This design comes from an exercise in tuning for small area and a short achievable clock period on the open sky130 flow, not from production work.
Only the layout flow was run in this run; the RTL was not checked for function there.

`flow/run.sh`:
```
#!/bin/bash
# synth_recipe.tcl (not shown) runs the flow's synth.tcl, then flattens the netlist and writes it again
# the make line also repeats each setting of config.mk as NAME=value (left out here)
make -C /OpenROAD-flow-scripts/flow DESIGN_CONFIG=/design/flow/config.mk WORK_HOME=/design/flow/orfs CLKGATE_MAP_FILE= SYNTH_SCRIPT=/design/flow/synth_recipe.tcl finish
```
`flow/config.mk`:
```
export PLATFORM = sky130hd
export DESIGN_NAME = rf_multiport
export DESIGN_NICKNAME = rf_multiport
export VERILOG_FILES = /design/flow/design.v
export SDC_FILE = /design/flow/constraint.sdc
export NUM_CORES = 4
export LEC_CHECK = 0
export CAP_MARGIN = 20
export CORE_MARGIN = 2
export CORE_UTILIZATION = 60
export CTS_CLUSTER_SIZE = 40
export SETUP_SLACK_MARGIN = 2.5
export SLEW_MARGIN = 20
export SYNTH_HIERARCHICAL = 1
export SYNTH_MINIMUM_KEEP_SIZE = 0
```
`flow/constraint.sdc`:
```
create_clock -name core_clock -period 7.0 [get_ports {clk}]
set_input_delay 1.4000 -clock core_clock [delete_from_list [all_inputs] [get_ports {clk}]]
set_output_delay 1.4000 -clock core_clock [all_outputs]
set_load 0.01 [all_outputs]
```
`flow/design.v`:
```
package rf_pkg;
  localparam int RF_DATA_W   = 32;
  localparam int RF_ADDR_W   = 5;
  localparam int RF_ZERO_REG = 0;
  function automatic int rf_off(input int i, input int w);
    rf_off = i * w;
  endfunction
endpackage
module rf_scoreboard
#(
  parameter int ADDR_W = rf_pkg::RF_ADDR_W
) (
  input  logic                   clk,
  input  logic                   rst,
  input  logic [2**ADDR_W-1:0]   hit0,
  input  logic [2**ADDR_W-1:0]   hit1,
  input  logic [2**ADDR_W-1:0]   hiti,
  output logic [2**ADDR_W-1:0]   busy,
  output logic [ADDR_W:0]        busy_cnt
);
  localparam int NREG = 2**ADDR_W;
  logic [NREG-1:1] bq, bn;
  assign busy = {bq, 1'b0};
  for (genvar r = 1; r < NREG; r++) begin : g_b
    assign bn[r] = hiti[r] || (bq[r] && !hit0[r] && !hit1[r]);
  end
  logic [NREG-1:1] set_t, clr0_t, clr1_t;
  logic            inc, dec0, dec1;
  logic [ADDR_W:0] cnt_nxt;
  for (genvar r = 1; r < NREG; r++) begin : g_t
    assign set_t[r]  = hiti[r] && !bq[r];
    assign clr0_t[r] = hit0[r] && bq[r] && !hiti[r];
    assign clr1_t[r] = hit1[r] && bq[r] && !hiti[r] && !hit0[r];
  end
  assign inc  = |set_t;
  assign dec0 = |clr0_t;
  assign dec1 = |clr1_t;
  assign cnt_nxt = busy_cnt + (ADDR_W+1)'(inc) - (ADDR_W+1)'(dec0)
                 - (ADDR_W+1)'(dec1);
  always_ff @(posedge clk) begin
    if (rst) begin
      bq       <= '0;
      busy_cnt <= '0;
    end else begin
      bq       <= bn;
      busy_cnt <= cnt_nxt;
    end
  end
endmodule
module rf_multiport
#(
  parameter int DATA_W = rf_pkg::RF_DATA_W,
  parameter int ADDR_W = rf_pkg::RF_ADDR_W,
  parameter int NUM_RD = 2
) (
  input  logic                     clk,
  input  logic                     rst,
  input  logic [NUM_RD*ADDR_W-1:0] ra,
  output logic [NUM_RD*DATA_W-1:0] rd,
  output logic [NUM_RD-1:0]        rd_busy,
  input  logic                     we0,
  input  logic [ADDR_W-1:0]        wa0,
  input  logic [DATA_W-1:0]        wd0,
  input  logic                     we1,
  input  logic [ADDR_W-1:0]        wa1,
  input  logic [DATA_W-1:0]        wd1,
  input  logic                     iss_en,
  input  logic [ADDR_W-1:0]        iss_addr,
  output logic [ADDR_W:0]          busy_cnt
);
  localparam int NREG = 2**ADDR_W;
  logic [NREG-1:0] hit0, hit1, hiti;
  assign hit0[0] = 1'b0;
  assign hit1[0] = 1'b0;
  assign hiti[0] = 1'b0;
  rf_dec #(.AW(ADDR_W)) u_d0 (.a(wa0), .en(we0 && !rst), .y(hit0[NREG-1:1]));
  rf_dec #(.AW(ADDR_W)) u_d1 (.a(wa1), .en(we1 && !rst), .y(hit1[NREG-1:1]));
  rf_dec #(.AW(ADDR_W)) u_di (.a(iss_addr), .en(iss_en), .y(hiti[NREG-1:1]));
  logic [NREG-1:0] busy;
  rf_scoreboard #(
    .ADDR_W (ADDR_W)
  ) u_sb (
    .clk      (clk),
    .rst      (rst),
    .hit0     (hit0),
    .hit1     (hit1),
    .hiti     (hiti),
    .busy     (busy),
    .busy_cnt (busy_cnt)
  );
  logic [DATA_W-1:0] regs [1:NREG-1];
  logic [NREG-1:1]   s0, s1, sh;
  for (genvar r = 1; r < NREG; r++) begin : g_r
    rf_wctl u_c (
      .rst (rst), .h0 (hit0[r]), .h1 (hit1[r]),
      .s0  (s0[r]), .s1 (s1[r]), .sh (sh[r])
    );
    logic [DATA_W-1:0] nxt;
    for (genvar b = 0; b < DATA_W; b++) begin : g_b
      rf_wbit u_w (
        .s0 (s0[r]), .d0 (wd0[b]),
        .s1 (s1[r]), .d1 (wd1[b]),
        .sh (sh[r]), .q  (regs[r][b]),
        .y  (nxt[b])
      );
    end
    always_ff @(posedge clk) begin
      regs[r] <= nxt;
    end
  end
  for (genvar i = 0; i < NUM_RD; i++) begin : g_rd
    logic [ADDR_W-1:0] a;
    logic [NREG-1:0]   sel;
    assign a = ra[rf_pkg::rf_off(i, ADDR_W) +: ADDR_W];
    assign sel[0] = 1'b0;
    rf_dec #(.AW(ADDR_W)) u_d (.a(a), .en(1'b1), .y(sel[NREG-1:1]));
    for (genvar b = 0; b < DATA_W; b++) begin : g_b
      logic [NREG-1:1] col;
      for (genvar r = 1; r < NREG; r++) begin : g_c
        assign col[r] = regs[r][b];
      end
      rf_rbit #(.N(NREG-1)) u_r (
        .sel (sel[NREG-1:1]),
        .d   (col),
        .y   (rd[rf_pkg::rf_off(i, DATA_W) + b])
      );
    end
    rf_rbit #(.N(NREG-1)) u_rb (
      .sel (sel[NREG-1:1]),
      .d   (busy[NREG-1:1]),
      .y   (rd_busy[i])
    );
  end
endmodule
module rf_wbit (
  input  logic s0, d0,
  input  logic s1, d1,
  input  logic sh, q,
  output logic y
);
  assign y = (s0 & d0) | (s1 & d1) | (sh & q);
endmodule
module rf_rbit #(
  parameter int N = 31
) (
  input  logic [N-1:0] sel,
  input  logic [N-1:0] d,
  output logic         y
);
  localparam int NG = N / 3;
  localparam int NR = N - 3*NG;
  logic [NG-1:0] n;
  for (genvar g = 0; g < NG; g++) begin : g_g
    rf_aoi3 u_a (.s(sel[3*g +: 3]), .d(d[3*g +: 3]), .y_n(n[g]));
  end
  rf_rcomb #(.NG(NG), .NR(NR)) u_c (
    .n (n),
    .s (sel[N-1 -: NR]),
    .d (d[N-1 -: NR]),
    .y (y)
  );
endmodule
module rf_aoi3 (
  input  logic [2:0] s,
  input  logic [2:0] d,
  output logic       y_n
);
  assign y_n = !((s[0] & d[0]) | (s[1] & d[1]) | (s[2] & d[2]));
endmodule
module rf_rcomb #(
  parameter int NG = 10,
  parameter int NR = 1
) (
  input  logic [NG-1:0] n,
  input  logic [NR-1:0] s,
  input  logic [NR-1:0] d,
  output logic          y
);
  assign y = !(&n) || |(s & d);
endmodule
module rf_dec #(
  parameter int AW = 5
) (
  input  logic [AW-1:0]    a,
  input  logic             en,
  output logic [2**AW-1:1] y
);
  for (genvar r = 1; r < 2**AW; r++) begin : g_y
    assign y[r] = en && (a == AW'(r));
  end
endmodule
module rf_wctl (
  input  logic rst,
  input  logic h0,
  input  logic h1,
  output logic s0,
  output logic s1,
  output logic sh
);
  assign s1 = h1;
  assign s0 = h0 && !h1;
  assign sh = !(h0 || h1 || rst);
endmodule
```
==> impl_results.md <==
* Buffers on Ports at 165
* Placed instance count at 5912
* Cells after synthesis at 4517
* Chip height at 281 um
* Rows at 101
* Starting Density at 60.7%
* Routability cong. at 1.04
* Synth Area per Inst at 10.2 um2
* # H-tree levels at 3
* Stage reached: 5_1_grt
* Largest net degree at the start of global routing at 36
* TritonCTS Buffers at 105
* First error: [ERROR GRT-0232] Routing congestion too high. Check the congestion heatmap in the GUI.
* Die W at 281 um
* Post-place setup slack at 704 ps
* Gr usage total at 74.6%
* Yosys warning count at 10
* Outcome: aborted with a tool error
* # clock sinks at 1029
* IO Pins at 166
* Mapped cell area at 46200 um2
* Grt total ovfl at 1
* HPWL after DPL at 142000 um
* Clk buf depth at 3
* Root Buffer: clkbuf_16
* Number of hold buffers added after CTS at 0
[power by group through the flow]
stage | logic, W | clock network, W | registers [W]
CTS | 0.00100 | 0.00585 | 0.00602
detailed placement | 0.000870 | 0 | 0.00615
global placement | 0.000856 | 0 | 0.00615
floorplan | 0.000289 | 0 | 0.00613
[routing by layer]
layer / global-route usage [%] / overflow
met5: 45.2 / 0
met2: 87.0 / 0
met4: 64.9 / 1
met3: 60.5 / 0
met1: 79.4 / 0
[repair_timing]
action                     in CTS
pin swaps                     395
gates resized for setup       709
buffers inserted              248
setup endpoints to repair      70
cloned                         43
[through the flow]
stage          area, um2  utilization [%]
4_1_cts            60100             79.0
3_5_place_dp       52000             68.3
3_3_place_gp       51900             68.2
2_1_floorplan      46400                -
[worst max path at each step]
stage | end | slack [ps]
2_1_floorplan | u_sb.busy_cnt[5]$_SDFF_PP0_ | 2420
3_3_place_gp | rd[45] | 730
3_5_place_dp | rd[14] | 700
4_1_cts | rd[14] | 2010
